Context: an optimization exercise on an open-source flow, tuned for small area, a short achievable clock period and few clock cycles per item. The choices shown serve that exercise and are no tape-out recipe.
Function was checked by simulation only, so behaviour that the tests miss may differ from the original.

==> run a <==
==> flow/design.v (excerpt) <==
module merge_sort_tree (
  input  logic                                   CLK,
  input  logic                                   RST,
  input  logic                                   i_in_valid,
  input  logic [2+32+32-1:0] i_in_beat,
  output wire [(1 << 2)-1:0]   o_way_full,
  input  logic                                   i_out_full,
  output logic [32+32-1:0] o_out_rec,
  output logic                                   o_out_valid
);
clock: 4.5 ns
lec_check: 0
cap_margin: 20
core_margin: 2
core_utilization: 55
cts_buf_list: sky130_fd_sc_hd__clkbuf_8
cts_cluster_diameter: 60
cts_cluster_size: 16
setup_slack_margin: 1.9
slew_margin: 20
standard.sh (not shown) runs the stock make flow with config.mk's settings and CLKGATE_MAP_FILE= SYNTH_SCRIPT=/design/flow/synth_recipe.tcl, a recipe that flattens the netlist after the stock synthesis.
==> flow/flow/run.sh <==
#!/bin/bash
# The standard layout, with the port buffers made from plain buf_1 cells
# instead of the default delay buffer; every port still gets its buffer.
set -euo pipefail
bash standard.sh "BUFFER_PORTS_ARGS=-buffer_cell sky130_fd_sc_hd__buf_1" finish > flow_make.log 2>&1
==> inputs of run b, as changes to run a <==
==> flow/flow/run.sh (replaced) <==
#!/bin/bash
# The standard layout, with the port buffers made from plain buf_2 cells
# instead of the default delay buffer; every port still gets its buffer.
set -euo pipefail
bash standard.sh "BUFFER_PORTS_ARGS=-buffer_cell sky130_fd_sc_hd__buf_2" finish > flow_make.log 2>&1
CORE_UTILIZATION = 50   (was 55)
CTS_BUF_LIST = sky130_fd_sc_hd__clkbuf_4 sky130_fd_sc_hd__clkbuf_8   (was sky130_fd_sc_hd__clkbuf_8)
CTS_CLUSTER_DIAMETER = unset   (was 60)
CTS_CLUSTER_SIZE = unset   (was 16)
SETUP_SLACK_MARGIN = 1.0   (was 1.9)
==> impl_metrics.ini <==
[outcome]
status = no timing/DRC/antenna violations

[sta]
whs_ns = 0.4381
rsz0062_at_grt = false

[critical_path]
cp_max_fo = 7
crit_family = simple AND/OR/NAND/NOR gates

[global_route]
grt_pass1_wl_um = 45690

[power]
p_leak_nw = 5.271
(the above is from run b)
==> impl_metrics.ini <==
[critical_path]
cp_max_fo = 3
crit_family = compound AO/OA/AOI/OAI gates

[power]
p_leak_nw = 4.864

[sta]
rsz0062_at_grt = true
whs_ns = 0.4449

[outcome]
status = no timing/DRC/antenna violations
(the above is from run a)
Testbench counts of run a, summed over its fixed seeds: cycles 25,077, items 24,565.
Testbench counts of run b, summed over its fixed seeds: cycles 25,077, items 24,565.

========
==> build 40 <==
==> flow/design.v <==
package merge_sort_pkg;
  typedef struct packed {
    logic [32-1:0] key;
    logic [32-1:0] value;
  } record_t;
  typedef struct packed {
    logic [2-1:0] way;
    record_t                        rec;
  } in_beat_t;
endpackage
`timescale 1ns/1ps
module merge_sort_tree (
  input  logic                                   CLK,
  input  logic                                   RST,
  input  logic                                   i_in_valid,
  input  logic [2+32+32-1:0] i_in_beat,
  output wire [(1 << 2)-1:0]   o_way_full,
  input  logic                                   i_out_full,
  output logic [32+32-1:0] o_out_rec,
  output logic                                   o_out_valid
);
  localparam int KW    = 32;
  localparam int REC_W = 32 + 32;
  logic [REC_W-1:0] head [0:3];    
  logic [3:0]       hv;            
  logic [3:0]       sel;           
  logic             bef [0:3][0:3];  
  logic             full_prev;     
  wire [1:0]       in_way = i_in_beat[REC_W +: 2];
  wire [KW-1:0]    in_key = i_in_beat[REC_W-1 -: KW];
  wire [3:0]       we;
  wire             pop;
  logic [3:0]      in_bef;         
  logic            nb [0:3][0:3];  
  logic [3:0]      sel_nxt;
  assign pop = (&hv) & !full_prev;
  for (genvar w = 0; w < 4; w++) begin : g_we
    assign we[w] = i_in_valid && (in_way == w);
    assign o_way_full[w] = hv[w] && !(pop && sel[w]);
  end
  always_comb begin
    o_out_rec = '0;
    for (int w = 0; w < 4; w++) begin
      if (sel[w]) o_out_rec = o_out_rec | head[w];
    end
  end
  assign o_out_valid = pop;
  always_comb begin
    for (int j = 0; j < 4; j++) begin
      in_bef[j] = (in_key < head[j][REC_W-1 -: KW]) ||
                  ((in_key == head[j][REC_W-1 -: KW]) && (in_way > j));
    end
  end
  always_comb begin
    for (int i = 0; i < 4; i++) begin
      nb[i][i] = 1'b1;
      for (int j = i + 1; j < 4; j++) begin
        if (we[i])      nb[i][j] = in_bef[j];
        else if (we[j]) nb[i][j] = !in_bef[i];
        else            nb[i][j] = bef[i][j];
        nb[j][i] = !nb[i][j];
      end
    end
    for (int i = 0; i < 4; i++) begin
      sel_nxt[i] = 1'b1;
      for (int j = 0; j < 4; j++) begin
        if (j != i) sel_nxt[i] = sel_nxt[i] & nb[i][j];
      end
    end
  end
  always_ff @(posedge CLK) begin
    for (int w = 0; w < 4; w++) begin
      if (we[w]) head[w] <= i_in_beat[REC_W-1:0];
    end
    for (int i = 0; i < 4; i++) begin
      for (int j = i + 1; j < 4; j++) begin
        bef[i][j] <= nb[i][j];
      end
    end
    sel       <= sel_nxt;
    full_prev <= i_out_full;
  end
  always_ff @(posedge CLK) begin
    if (RST) begin
      hv <= '0;
    end else begin
      hv <= we | (hv & ~({4{pop}} & sel));
    end
  end
endmodule
==> flow/run.sh <==
#!/bin/bash
# synth_recipe.tcl (not shown) runs the flow's synth.tcl, then flattens the netlist and writes it again
# the make line also repeats each setting of config.mk as NAME=value (left out here)
make -C /OpenROAD-flow-scripts/flow DESIGN_CONFIG=/design/flow/config.mk WORK_HOME=/design/flow/orfs CLKGATE_MAP_FILE= SYNTH_SCRIPT=/design/flow/synth_recipe.tcl finish
==> flow/config.mk <==
export PLATFORM = sky130hd
export DESIGN_NAME = merge_sort_tree
export DESIGN_NICKNAME = merge_sort_tree
export VERILOG_FILES = /design/flow/design.v
export SDC_FILE = /design/flow/constraint.sdc
export NUM_CORES = 4
export LEC_CHECK = 0
export CAP_MARGIN = 20
export CORE_MARGIN = 2
export CORE_UTILIZATION = 60
export CTS_BUF_LIST = sky130_fd_sc_hd__clkbuf_4 sky130_fd_sc_hd__clkbuf_8
export SETUP_SLACK_MARGIN = 1.2
export SLEW_MARGIN = 20
==> flow/constraint.sdc <==
create_clock -name core_clock -period 4.5 [get_ports {CLK}]
set_input_delay 0.9000 -clock core_clock [delete_from_list [all_inputs] [get_ports {CLK}]]
set_output_delay 0.9000 -clock core_clock [all_outputs]
set_load 0.01 [all_outputs]
==> trial 12 (differences from build 40) <==
- CORE_UTILIZATION: 60 -> 40
- CTS_BUF_LIST: sky130_fd_sc_hd__clkbuf_4 sky130_fd_sc_hd__clkbuf_8 -> unset
- SETUP_SLACK_MARGIN: 1.2 -> unset
==> build 2 (differences from build 40) <==
--- a/flow/design.v
+++ b/flow/design.v
@@ -34,4 +34,32 @@
   logic            nb [0:3][0:3];  
   logic [3:0]      sel_nxt;
+  function automatic logic key_before(input logic [KW-1:0] a,
+                                      input logic [KW-1:0] b,
+                                      input logic          tie);
+    logic [31:0] g0, p0;
+    logic [15:0] g1, p1;
+    logic [7:0]  g2, p2;
+    logic [3:0]  g3, p3;
+    logic [1:0]  g4, p4;
+    g0 = ~a & b;
+    p0 = ~a | b;
+    for (int i = 0; i < 16; i++) begin
+      g1[i] = g0[2*i+1] | (p0[2*i+1] & g0[2*i]);
+      p1[i] = p0[2*i+1] & p0[2*i];
+    end
+    for (int i = 0; i < 8; i++) begin
+      g2[i] = g1[2*i+1] | (p1[2*i+1] & g1[2*i]);
+      p2[i] = p1[2*i+1] & p1[2*i];
+    end
+    for (int i = 0; i < 4; i++) begin
+      g3[i] = g2[2*i+1] | (p2[2*i+1] & g2[2*i]);
+      p3[i] = p2[2*i+1] & p2[2*i];
+    end
+    for (int i = 0; i < 2; i++) begin
+      g4[i] = g3[2*i+1] | (p3[2*i+1] & g3[2*i]);
+      p4[i] = p3[2*i+1] & p3[2*i];
+    end
+    key_before = g4[1] | (p4[1] & (g4[0] | (p4[0] & tie)));
+  endfunction
   assign pop = (&hv) & !full_prev;
   for (genvar w = 0; w < 4; w++) begin : g_we
@@ -48,6 +76,5 @@
   always_comb begin
     for (int j = 0; j < 4; j++) begin
-      in_bef[j] = (in_key < head[j][REC_W-1 -: KW]) ||
-                  ((in_key == head[j][REC_W-1 -: KW]) && (in_way > j));
+      in_bef[j] = key_before(in_key, head[j][REC_W-1 -: KW], in_way > j);
     end
   end
==> flow/flow/run.sh (new file) <==
#!/bin/bash
# The standard layout with two changes to how it is made:
# - the port buffers are plain buf_1 cells instead of the default delay
#   buffer (every port still gets its buffer);
# - slow wide gates (4-input and/or stacks and similar) are added to the
#   platform's don't-use list, so synthesis and repair pick faster cells.
# The platform's own don't-use cells stay on the list.
set -euo pipefail
PLATFORM_DONT_USE="sky130_fd_sc_hd__probe_p_8 sky130_fd_sc_hd__probec_p_8 sky130_fd_sc_hd__lpflow_bleeder_1 sky130_fd_sc_hd__lpflow_clkbufkapwr_1 sky130_fd_sc_hd__lpflow_clkbufkapwr_16 sky130_fd_sc_hd__lpflow_clkbufkapwr_2 sky130_fd_sc_hd__lpflow_clkbufkapwr_4 sky130_fd_sc_hd__lpflow_clkbufkapwr_8 sky130_fd_sc_hd__lpflow_clkinvkapwr_1 sky130_fd_sc_hd__lpflow_clkinvkapwr_16 sky130_fd_sc_hd__lpflow_clkinvkapwr_2 sky130_fd_sc_hd__lpflow_clkinvkapwr_4 sky130_fd_sc_hd__lpflow_clkinvkapwr_8 sky130_fd_sc_hd__lpflow_decapkapwr_12 sky130_fd_sc_hd__lpflow_decapkapwr_3 sky130_fd_sc_hd__lpflow_decapkapwr_4 sky130_fd_sc_hd__lpflow_decapkapwr_6 sky130_fd_sc_hd__lpflow_decapkapwr_8 sky130_fd_sc_hd__lpflow_inputiso0n_1 sky130_fd_sc_hd__lpflow_inputiso0p_1 sky130_fd_sc_hd__lpflow_inputiso1n_1 sky130_fd_sc_hd__lpflow_inputiso1p_1 sky130_fd_sc_hd__lpflow_inputisolatch_1 sky130_fd_sc_hd__lpflow_isobufsrc_1 sky130_fd_sc_hd__lpflow_isobufsrc_16 sky130_fd_sc_hd__lpflow_isobufsrc_2 sky130_fd_sc_hd__lpflow_isobufsrc_4 sky130_fd_sc_hd__lpflow_isobufsrc_8 sky130_fd_sc_hd__lpflow_isobufsrckapwr_16 sky130_fd_sc_hd__lpflow_lsbuf_lh_hl_isowell_tap_1 sky130_fd_sc_hd__lpflow_lsbuf_lh_hl_isowell_tap_2 sky130_fd_sc_hd__lpflow_lsbuf_lh_hl_isowell_tap_4 sky130_fd_sc_hd__lpflow_lsbuf_lh_isowell_4 sky130_fd_sc_hd__lpflow_lsbuf_lh_isowell_tap_1 sky130_fd_sc_hd__lpflow_lsbuf_lh_isowell_tap_2 sky130_fd_sc_hd__lpflow_lsbuf_lh_isowell_tap_4"
SLOW_GATES="sky130_fd_sc_hd__a2111o_1 sky130_fd_sc_hd__a2111o_2 sky130_fd_sc_hd__a2111o_4 sky130_fd_sc_hd__a2111oi_0 sky130_fd_sc_hd__a2111oi_1 sky130_fd_sc_hd__a2111oi_2 sky130_fd_sc_hd__a2111oi_4 sky130_fd_sc_hd__a222oi_1 sky130_fd_sc_hd__a2bb2o_1 sky130_fd_sc_hd__a2bb2o_2 sky130_fd_sc_hd__a2bb2o_4 sky130_fd_sc_hd__a2bb2oi_1 sky130_fd_sc_hd__a2bb2oi_2 sky130_fd_sc_hd__a2bb2oi_4 sky130_fd_sc_hd__a311o_1 sky130_fd_sc_hd__a311o_2 sky130_fd_sc_hd__a311o_4 sky130_fd_sc_hd__a311oi_1 sky130_fd_sc_hd__a311oi_2 sky130_fd_sc_hd__a311oi_4 sky130_fd_sc_hd__a32o_1 sky130_fd_sc_hd__a32o_2 sky130_fd_sc_hd__a32o_4 sky130_fd_sc_hd__a32oi_1 sky130_fd_sc_hd__a32oi_2 sky130_fd_sc_hd__a32oi_4 sky130_fd_sc_hd__a41o_1 sky130_fd_sc_hd__a41o_2 sky130_fd_sc_hd__a41o_4 sky130_fd_sc_hd__a41oi_1 sky130_fd_sc_hd__a41oi_2 sky130_fd_sc_hd__a41oi_4 sky130_fd_sc_hd__and4_1 sky130_fd_sc_hd__and4_2 sky130_fd_sc_hd__and4_4 sky130_fd_sc_hd__and4b_1 sky130_fd_sc_hd__and4b_2 sky130_fd_sc_hd__and4b_4 sky130_fd_sc_hd__and4bb_1 sky130_fd_sc_hd__and4bb_2 sky130_fd_sc_hd__and4bb_4 sky130_fd_sc_hd__nand4_1 sky130_fd_sc_hd__nand4_2 sky130_fd_sc_hd__nand4_4 sky130_fd_sc_hd__nand4b_1 sky130_fd_sc_hd__nand4b_2 sky130_fd_sc_hd__nand4b_4 sky130_fd_sc_hd__nand4bb_1 sky130_fd_sc_hd__nand4bb_2 sky130_fd_sc_hd__nand4bb_4 sky130_fd_sc_hd__nor4_1 sky130_fd_sc_hd__nor4_2 sky130_fd_sc_hd__nor4_4 sky130_fd_sc_hd__nor4b_1 sky130_fd_sc_hd__nor4b_2 sky130_fd_sc_hd__nor4b_4 sky130_fd_sc_hd__nor4bb_1 sky130_fd_sc_hd__nor4bb_2 sky130_fd_sc_hd__nor4bb_4 sky130_fd_sc_hd__o2111a_1 sky130_fd_sc_hd__o2111a_2 sky130_fd_sc_hd__o2111a_4 sky130_fd_sc_hd__o2111ai_1 sky130_fd_sc_hd__o2111ai_2 sky130_fd_sc_hd__o2111ai_4 sky130_fd_sc_hd__o2bb2a_1 sky130_fd_sc_hd__o2bb2a_2 sky130_fd_sc_hd__o2bb2a_4 sky130_fd_sc_hd__o2bb2ai_1 sky130_fd_sc_hd__o2bb2ai_2 sky130_fd_sc_hd__o2bb2ai_4 sky130_fd_sc_hd__o311a_1 sky130_fd_sc_hd__o311a_2 sky130_fd_sc_hd__o311a_4 sky130_fd_sc_hd__o311ai_0 sky130_fd_sc_hd__o311ai_1 sky130_fd_sc_hd__o311ai_2 sky130_fd_sc_hd__o311ai_4 sky130_fd_sc_hd__o32a_1 sky130_fd_sc_hd__o32a_2 sky130_fd_sc_hd__o32a_4 sky130_fd_sc_hd__o32ai_1 sky130_fd_sc_hd__o32ai_2 sky130_fd_sc_hd__o32ai_4 sky130_fd_sc_hd__o41a_1 sky130_fd_sc_hd__o41a_2 sky130_fd_sc_hd__o41a_4 sky130_fd_sc_hd__o41ai_1 sky130_fd_sc_hd__o41ai_2 sky130_fd_sc_hd__o41ai_4 sky130_fd_sc_hd__or4_1 sky130_fd_sc_hd__or4_2 sky130_fd_sc_hd__or4_4 sky130_fd_sc_hd__or4b_1 sky130_fd_sc_hd__or4b_2 sky130_fd_sc_hd__or4b_4 sky130_fd_sc_hd__or4bb_1 sky130_fd_sc_hd__or4bb_2 sky130_fd_sc_hd__or4bb_4 "
bash standard.sh "BUFFER_PORTS_ARGS=-buffer_cell sky130_fd_sc_hd__buf_1" \
  "DONT_USE_CELLS=$PLATFORM_DONT_USE $SLOW_GATES" finish > flow_make.log 2>&1
==> flow/standard.sh (new file) <==
#!/bin/bash
# synth_recipe.tcl (not shown) runs the flow's synth.tcl, then flattens the netlist and writes it again
# the make line also repeats each setting of config.mk as NAME=value (left out here)
make -C /OpenROAD-flow-scripts/flow DESIGN_CONFIG=/design/flow/config.mk WORK_HOME=/design/flow/orfs CLKGATE_MAP_FILE= SYNTH_SCRIPT=/design/flow/synth_recipe.tcl "${@:-finish}"
- CORE_UTILIZATION: 60 -> 55
- CTS_BUF_LIST: sky130_fd_sc_hd__clkbuf_4 sky130_fd_sc_hd__clkbuf_8 -> sky130_fd_sc_hd__clkbuf_8
- CTS_CLUSTER_DIAMETER: unset -> 60
- CTS_CLUSTER_SIZE: unset -> 16
- SETUP_SLACK_MARGIN: 1.2 -> 1.9
removed: flow/run.sh
==> qor summary <==
	trial 12	build 40	build 2
Run status	no timing/DRC/antenna violations	no timing/DRC/antenna violations	no timing/DRC/antenna violations
Via-per-instance ratio	5.29	5.82	6.07
Initial antenna violation count	0	0	1
Reg-to-reg endpoint	sel[0]$_DFF_P_	sel[0]$_DFF_P_	sel[3]$_DFF_P_
CP Max Fanout	8	8	11
Capture point of the worst path	sel[0]$_DFF_P_	sel[0]$_DFF_P_	sel[3]$_DFF_P_
Proportion of layout cells with a drive suffix above 1	6.73%	9.43%	18.3%
Detail Placement HPWL	20.1 mm	19.0 mm	18.3 mm
Post-Place Setup Slack	654 ps	712 ps	1110 ps
Post-route setup slack	1010 ps	1290 ps	1940 ps
Core region area	31600 um^2	21000 um^2	21200 um^2
Adder-Cell Fraction of Synth Area	12.4%	12.4%	2.33%
Placed instance count	1521	1396	1297
Testbench counts of build 40, summed over its fixed seeds: cycles 25,077, items 24,565.
Testbench counts of trial 12, summed over its fixed seeds: cycles 25,077, items 24,565.
Testbench counts of build 2, summed over its fixed seeds: cycles 25,077, items 24,565.

==> re-timing with driven ports <==
The results above use ideal ports. As a check the final layouts listed here were re-extracted and re-timed, cells and wires unchanged.
Step 1, drivers: a clkbuf_16 drives CLK and a buf_2 each remaining input, both assumed.
Step 2 moves the port delays by t, midway between the first and last clock arrival at a register: inputs arrive t later, outputs are due t later. That takes back most of the time a late clock gives input paths.
Three values: no drivers, after step 1, after step 2; two values: the first two.
run | t, ns | slack for setup (ns) | worst setup path at the end | worst data-port slew with drivers (ns)
run a | 0.575 | 1.655 / 1.650 / 1.074 | input to register | 0.07
run b | 0.589 | 1.239 / 1.214 / 0.671 | input to register | 0.07
build 40 | 0.597 | 1.293 / 1.260 / 0.718 | input to register | 0.07
trial 12 | 0.597 | 1.014 / 1.040 / 0.444 | input to register | 0.07
build 2 | 0.616 | 1.940 / 1.896 / 1.321 | input to register | 0.08
After both steps every run listed still meets setup and hold. For build 2, which loses most, drivers alone change the setup slack by -0.044 ns; drivers and shift together by -0.619 ns.
